This is an optimization exercise on Yosys and OpenROAD, whose aim is small area, not a production implementation. In this exercise RTL edits were held to simulation tests only and were not proved equivalent to the original. No activity file was given, so power comes from the tool's default toggle rates.

==> inputs of run a <==
==> flow/design.v <==
`default_nettype none
package rename_pkg;
    typedef logic [5-1:0] areg_t;  
    typedef logic [6-1:0] preg_t;  
    typedef logic [5-1:0] rob_idx_t;
    typedef struct packed {
        logic  valid;
        areg_t rs1;
        areg_t rs2;
        areg_t rd;
        logic  rd_valid;  
    } dispatch_req_t;
    typedef struct packed {
        preg_t    rs1_preg;
        logic     rs1_ready;
        preg_t    rs2_preg;
        logic     rs2_ready;
        preg_t    rd_preg;   
        preg_t    old_preg;  
        rob_idx_t rob_idx;
    } rename_resp_t;
    typedef struct packed {
        logic     valid;
        preg_t    preg;
        rob_idx_t rob_idx;
    } cdb_t;
    typedef struct packed {
        logic  valid;
        logic  rd_valid;
        areg_t areg;
        preg_t preg;
        preg_t old_preg;  
    } retire_t;
    typedef enum logic [1:0] {rob_free, rob_wait, rob_done} rob_state_e;
endpackage
`default_nettype wire
`timescale 1ns/1ps
`default_nettype none
module rename_unit (
    input  logic                       clock,
    input  logic                       rst,
    input  logic                       dispatch_valid,
    input  logic [5-1:0]         dispatch_rs1,
    input  logic [5-1:0]         dispatch_rs2,
    input  logic [5-1:0]         dispatch_rd,
    input  logic                       dispatch_rd_valid,
    output logic                       dispatch_ready,
    output logic [6-1:0]         rename_rs1_preg,
    output logic                       rename_rs1_ready,
    output logic [6-1:0]         rename_rs2_preg,
    output logic                       rename_rs2_ready,
    output logic [6-1:0]         rename_rd_preg,
    output logic [6-1:0]         rename_old_preg,
    output logic [5-1:0]          rename_rob_idx,
    input  logic                       cdb_valid,
    input  logic [6-1:0]         cdb_preg,
    input  logic [5-1:0]          cdb_rob_idx,
    output logic                       retire_valid,
    output logic                       retire_rd_valid,
    output logic [5-1:0]         retire_areg,
    output logic [6-1:0]         retire_preg,
    output logic [6-1:0]         retire_old_preg,
    output logic [32*6-1:0] committed_map
);
    localparam int FN = (48 - 32);
    localparam int FW = 4;
    logic [6-1:0] cmap     [32];  
    logic [6-1:0] fl_preg  [FN];
    logic [5-1:0] fl_areg  [FN];
    logic [FN-1:0]      fl_done;
    logic [FN-1:0]      fl_last;   
    logic [FW:0]        fl_head;   
    logic [FW:0]        fl_tail;
    logic [32-1:0] rob_done;
    logic [32-1:0] rob_dest;
    logic [5:0]      rob_head;  
    logic [5:0]      rob_tail;
    logic has_dest, fire, fire_dest, rob_full, rob_empty, fl_empty;
    logic pop, retire_dest;
    logic [FW-1:0] hd, tl;
    assign hd        = fl_head[FW-1:0];
    assign tl        = fl_tail[FW-1:0];
    assign has_dest  = dispatch_rd_valid && (dispatch_rd != '0);
    assign rob_full  = (rob_head[5-1:0] == rob_tail[5-1:0]) &&
                       (rob_head[5] != rob_tail[5]);
    assign rob_empty = (rob_head == rob_tail);
    assign fl_empty  = (hd == tl) && (fl_head[FW] != fl_tail[FW]);
    assign dispatch_ready = !rob_full && (!fl_empty || !has_dest);
    assign fire           = dispatch_valid && dispatch_ready;
    assign fire_dest      = fire && has_dest;
    assign pop         = rob_done[rob_head[5-1:0]] && !rob_empty;
    assign retire_dest = pop && rob_dest[rob_head[5-1:0]];
    logic [FN-1:0] m1, m2, md, cdb_hit;
    logic [6-1:0] s1, s2, sd;
    logic r1, r2;
    always_comb begin
        s1 = '0; s2 = '0; sd = '0;
        r1 = 1'b0; r2 = 1'b0;
        for (int k = 0; k < FN; k++) begin
            m1[k]      = fl_last[k] && (fl_areg[k] == dispatch_rs1);
            m2[k]      = fl_last[k] && (fl_areg[k] == dispatch_rs2);
            md[k]      = fl_last[k] && (fl_areg[k] == dispatch_rd);
            cdb_hit[k] = cdb_valid && (fl_preg[k] == cdb_preg);
            s1 = s1 | ({6{m1[k]}} & fl_preg[k]);
            s2 = s2 | ({6{m2[k]}} & fl_preg[k]);
            sd = sd | ({6{md[k]}} & fl_preg[k]);
            r1 = r1 | (m1[k] && !fl_done[k] && !cdb_hit[k]);
            r2 = r2 | (m2[k] && !fl_done[k] && !cdb_hit[k]);
        end
    end
    assign rename_rs1_preg  = (|m1) ? s1 : cmap[dispatch_rs1];
    assign rename_rs2_preg  = (|m2) ? s2 : cmap[dispatch_rs2];
    assign rename_rs1_ready = !r1;
    assign rename_rs2_ready = !r2;
    assign rename_rd_preg   = has_dest ? fl_preg[hd] : '0;
    assign rename_old_preg  = has_dest ? ((|md) ? sd : cmap[dispatch_rd]) : '0;
    assign rename_rob_idx   = rob_tail[5-1:0];
    assign retire_valid    = pop;
    assign retire_rd_valid = rob_dest[rob_head[5-1:0]];
    assign retire_areg     = fl_areg[tl];
    assign retire_preg     = fl_preg[tl];
    assign retire_old_preg = cmap[retire_areg];
    always_comb begin
        for (int i = 0; i < 32; i++) begin
            committed_map[6*i +: 6] = cmap[i];
        end
    end
    assign cmap[0] = '0;
    for (genvar i = 1; i < 32; i++) begin : g_cmap
        logic [6-1:0] q;
        always_ff @(posedge clock) begin
            if (rst || (retire_dest && retire_areg == 5'(i))) begin
                q <= rst ? 6'(i) : retire_preg;
            end
        end
        assign cmap[i] = q;
    end
    for (genvar k = 0; k < FN; k++) begin : g_fl
        logic alloc_k, free_k;
        assign alloc_k = fire_dest && (hd == FW'(k));
        assign free_k  = retire_dest && (tl == FW'(k));
        always_ff @(posedge clock) begin
            if (rst || free_k) begin
                fl_preg[k] <= rst ? 6'(32 + k) : retire_old_preg;
            end
            if (alloc_k) begin
                fl_areg[k] <= dispatch_rd;
            end
            if (alloc_k || cdb_hit[k]) begin
                fl_done[k] <= !alloc_k;
            end
            if (rst || alloc_k || free_k || (fire_dest && md[k])) begin
                fl_last[k] <= !rst && alloc_k;
            end
        end
    end
    always_ff @(posedge clock) begin
        if (rst) begin
            fl_head <= '0;
            fl_tail <= '0;
        end else begin
            if (fire_dest)   fl_head <= fl_head + 1'b1;
            if (retire_dest) fl_tail <= fl_tail + 1'b1;
        end
    end
    always_ff @(posedge clock) begin
        if (rst) begin
            rob_head <= '0;
            rob_tail <= '0;
        end else begin
            if (fire) rob_tail <= rob_tail + 1'b1;
            if (pop)  rob_head <= rob_head + 1'b1;
        end
    end
    for (genvar j = 0; j < 32; j++) begin : g_rob
        logic push_j, cdb_j;
        assign push_j = fire && (rob_tail[5-1:0] == 5'(j));
        assign cdb_j  = cdb_valid && (cdb_rob_idx == 5'(j));
        always_ff @(posedge clock) begin
            if (push_j) begin
                rob_dest[j] <= has_dest;
            end
            if (push_j || cdb_j) begin
                rob_done[j] <= !push_j;
            end
        end
    end
endmodule
`default_nettype wire
==> flow/run.sh <==
#!/bin/bash
# synth_recipe.tcl (not shown) runs the flow's synth.tcl, then flattens the netlist and writes it again
# the make line also repeats each setting of config.mk as NAME=value (left out here)
make -C /OpenROAD-flow-scripts/flow DESIGN_CONFIG=/design/flow/config.mk WORK_HOME=/design/flow/orfs CLKGATE_MAP_FILE= SYNTH_SCRIPT=/design/flow/synth_recipe.tcl finish
==> flow/config.mk <==
export PLATFORM = sky130hd
export DESIGN_NAME = rename_unit
export DESIGN_NICKNAME = rename_unit
export VERILOG_FILES = /design/flow/design.v
export SDC_FILE = /design/flow/constraint.sdc
export NUM_CORES = 4
export LEC_CHECK = 0
export CAP_MARGIN = 20
export CORE_MARGIN = 2
export CORE_UTILIZATION = 40
export PLACE_DENSITY = 0.6
export SLEW_MARGIN = 20
==> flow/constraint.sdc <==
create_clock -name core_clock -period 6.0 [get_ports {clock}]
set_input_delay 1.2000 -clock core_clock [delete_from_list [all_inputs] [get_ports {clock}]]
set_output_delay 1.2000 -clock core_clock [all_outputs]
set_load 0.01 [all_outputs]
==> run b (differences from run a) <==
--- a/flow/design.v
+++ b/flow/design.v
@@ -73,2 +73,3 @@
     logic [FW:0]        fl_tail;
+    logic [5-1:0] ret_areg;  
     logic [32-1:0] rob_done;
@@ -110,4 +111,4 @@
     end
-    assign rename_rs1_preg  = (|m1) ? s1 : cmap[dispatch_rs1];
-    assign rename_rs2_preg  = (|m2) ? s2 : cmap[dispatch_rs2];
+    assign rename_rs1_preg  = s1 | ((|m1) ? '0 : cmap[dispatch_rs1]);
+    assign rename_rs2_preg  = s2 | ((|m2) ? '0 : cmap[dispatch_rs2]);
     assign rename_rs1_ready = !r1;
@@ -115,3 +116,3 @@
     assign rename_rd_preg   = has_dest ? fl_preg[hd] : '0;
-    assign rename_old_preg  = has_dest ? ((|md) ? sd : cmap[dispatch_rd]) : '0;
+    assign rename_old_preg  = has_dest ? (sd | ((|md) ? '0 : cmap[dispatch_rd])) : '0;
     assign rename_rob_idx   = rob_tail[5-1:0];
@@ -119,3 +120,3 @@
     assign retire_rd_valid = rob_dest[rob_head[5-1:0]];
-    assign retire_areg     = fl_areg[tl];
+    assign retire_areg     = ret_areg;
     assign retire_preg     = fl_preg[tl];
@@ -148,5 +149,3 @@
             end
-            if (alloc_k || cdb_hit[k]) begin
-                fl_done[k] <= !alloc_k;
-            end
+            fl_done[k] <= (fl_done[k] | cdb_hit[k]) & !alloc_k;
             if (rst || alloc_k || free_k || (fire_dest && md[k])) begin
@@ -154,2 +153,11 @@
             end
+        end
+    end
+    logic [FW-1:0] tl1;
+    assign tl1 = tl + 1'b1;
+    always_ff @(posedge clock) begin
+        if (retire_dest) begin
+            ret_areg <= (fire_dest && hd == tl1) ? dispatch_rd : fl_areg[tl1];
+        end else if (fire_dest && hd == tl) begin
+            ret_areg <= dispatch_rd;
         end
@@ -182,5 +190,3 @@
             end
-            if (push_j || cdb_j) begin
-                rob_done[j] <= !push_j;
-            end
+            rob_done[j] <= (rob_done[j] | cdb_j) & !push_j;
         end
==> flow/flow/run.sh (new file) <==
#!/bin/bash
# Layout flow: the standard.sh with these changes
#  1. after the standard synthesis, the combinational logic is re-mapped by
#     abc with an area-oriented script (flow/area.abc); every register cell
#     of the standard synthesis is kept as it is (same instance, name, type)
#  2. port buffers are buf_1
#  3. CTS clusters up to 24 sinks per leaf buffer and inserts no dummy loads
#  4. after global routing, antennas are repaired again with a 20% margin
#     (flow/post_grt.tcl)
# Logs: standard_synth.log, resyn.log, standard.log in this folder, and the
# per-step ORFS logs under orfs/logs.
set -o pipefail
FLOW=${FLOW_HOME:-/OpenROAD-flow-scripts/flow}
LIB=$FLOW/platforms/sky130hd/lib/sky130_fd_sc_hd__tt_025C_1v80.lib
R=orfs/results/sky130hd/rename_unit/base

cat >> config.mk <<'EOC'
export BUFFER_PORTS_ARGS = -buffer_cell sky130_fd_sc_hd__buf_1
export CTS_ARGS = -sink_clustering_enable -repair_clock_nets -dont_use_dummy_load -buf_list sky130_fd_sc_hd__clkbuf_16 -sink_clustering_size 24 -sink_clustering_max_diameter 150
EOC
echo "export POST_GLOBAL_ROUTE_TCL = $PWD/flow/post_grt.tcl" >> config.mk

bash standard.sh synth > standard_synth.log 2>&1 || exit 1
cp $R/1_2_yosys.v standard_1_2_yosys.v

DU=$(sed -n '/DONT_USE_CELLS +=/,/^#/p' $FLOW/platforms/sky130hd/config.mk | grep -o 'sky130_fd_sc_hd__[a-z0-9_]*' | sed 's/^/-dont_use /' | tr '\n' ' ')
SEQ=$(grep -o 'sky130_fd_sc_hd__[a-z0-9_]*' standard_1_2_yosys.v | sort -u | grep -E '__(e?df|sdf|dl|dfb|dfr|dfs|dfxb)' | tr '\n' ' ')
cat > resyn.ys <<EOY
read_liberty -ignore_miss_func $LIB
read_verilog standard_1_2_yosys.v
hierarchy -top rename_unit
blackbox $SEQ
flatten
rename -hide w:*.*
opt_clean -purge
abc -script flow/area.abc -liberty $LIB $DU
opt_clean -purge
write_verilog -noattr resyn_abc.v
design -reset
read_liberty -lib $LIB
read_verilog resyn_abc.v
hierarchy -top rename_unit
opt_clean -purge
hilomap -singleton -hicell sky130_fd_sc_hd__conb_1 HI -locell sky130_fd_sc_hd__conb_1 LO
insbuf -buf sky130_fd_sc_hd__buf_4 A X
splitnets
opt_clean -purge
hierarchy -top rename_unit
check -assert
tee -o resyn_stat.txt stat -liberty $LIB
write_verilog -noattr -nohex -nodec $R/1_2_yosys.v
EOY
yosys -s resyn.ys > resyn.log 2>&1 || exit 1
rm -f $R/1_synth.odb $R/1_synth.sdc
bash standard.sh > standard.log 2>&1
==> flow/flow/area.abc (new file) <==
strash
dc2
balance
rewrite -l
refactor -l
balance
rewrite -l
rewrite -z -l
balance
refactor -z -l
rewrite -z -l
balance
&get -n
&deepsyn -T 60
&put
dch -f
map -a
&get -n
&st
&dch -f
&nf -a -R 1000
&st
&dch -f
&nf -a -R 1000
&put
==> flow/flow/post_grt.tcl (new file) <==
# after global routing and its antenna repair: repair again with a 20% ratio
# margin so that detailed routing is less likely to leave antenna violations
# (each one left makes ORFS insert diodes and run detailed routing again)
repair_antennas -ratio_margin 20 -iterations 3
check_placement -verbose
write_guides $::env(RESULTS_DIR)/route.guide
==> flow/standard.sh (new file) <==
#!/bin/bash
# synth_recipe.tcl (not shown) runs the flow's synth.tcl, then flattens the netlist and writes it again
# the make line also repeats each setting of config.mk as NAME=value (left out here)
make -C /OpenROAD-flow-scripts/flow DESIGN_CONFIG=/design/flow/config.mk WORK_HOME=/design/flow/orfs CLKGATE_MAP_FILE= SYNTH_SCRIPT=/design/flow/synth_recipe.tcl "${@:-finish}"
BUFFER_PORTS_ARGS = -buffer_cell sky130_fd_sc_hd__buf_1   (was default)
CORE_UTILIZATION = 30   (was 40)
CTS_ARGS = -sink_clustering_enable -repair_clock_nets -dont_use_dummy_load -buf_list sky130_fd_sc_hd__clkbuf_16 -sink_clustering_size 24 -sink_clustering_max_diameter 150   (was default)
PLACE_DENSITY = 0.45   (was 0.6)
POST_GLOBAL_ROUTE_TCL = /design/flow/flow/post_grt.tcl   (was default)
SETUP_SLACK_MARGIN = 0.4   (was default)
removed: flow/run.sh
==> run notes <==
Global-route usage: run a is higher than run b (8.7 points).
Register-to-register slack: run b is better than run a (0.40 ns).
Between run a and run b, the lower first-iteration DRC count is in run a (gap 2.4%, measured against run b).
Area after synthesis: run a is larger than run b (15%).
Run b ran to the end with no violations. Run a ran to the end with violations: setup timing.
Of run a and run b, run a has the higher sequential power (gap about 70%, measured against run b).
In combinational power, run a is at 5.2 times the value of run b.
In run a the critical path depth is higher than in run b, by 2.
Against run b, the routed wire length of run a is higher by 3.1%.
Against run b, the worst hold slack of run a is better by 0.074 ns.

## separate check: timing with driven ports
No port has a modelled driver above. Below, the same layouts with a new extraction and two added sets of constraints. Step 1 (the two cells are an assumption about what drives the block):
set clk [get_ports {clock}]
set_driving_cell -lib_cell sky130_fd_sc_hd__clkbuf_16 $clk
set_driving_cell -lib_cell sky130_fd_sc_hd__buf_2 [delete_from_list [all_inputs] $clk]
Step 2 adds t to the input delays and takes it off the output delays; t is the mean of the earliest and latest rising clock arrival at the registers after step 1. Input paths then give back, and output paths get back, about the clock's delay inside the block. Three values: ideal, step 1, step 2; two values: the first two.
| run | t (ns) | setup slack, ns | hold WS [ns] | worst slew at a driven data input, ns |
|---|---|---|---|---|
| run a | 0.701 | -0.046 / -0.069 / -0.069 | 0.563 / 0.563 / 0.563 | 0.05 |
| run b | 0.680 | 0.437 / 0.406 / 0.406 | 0.489 / 0.489 / 0.489 | 0.04 |
For run b, which loses most, drivers alone change the setup slack by -0.031 ns; drivers and shift together by -0.031 ns.
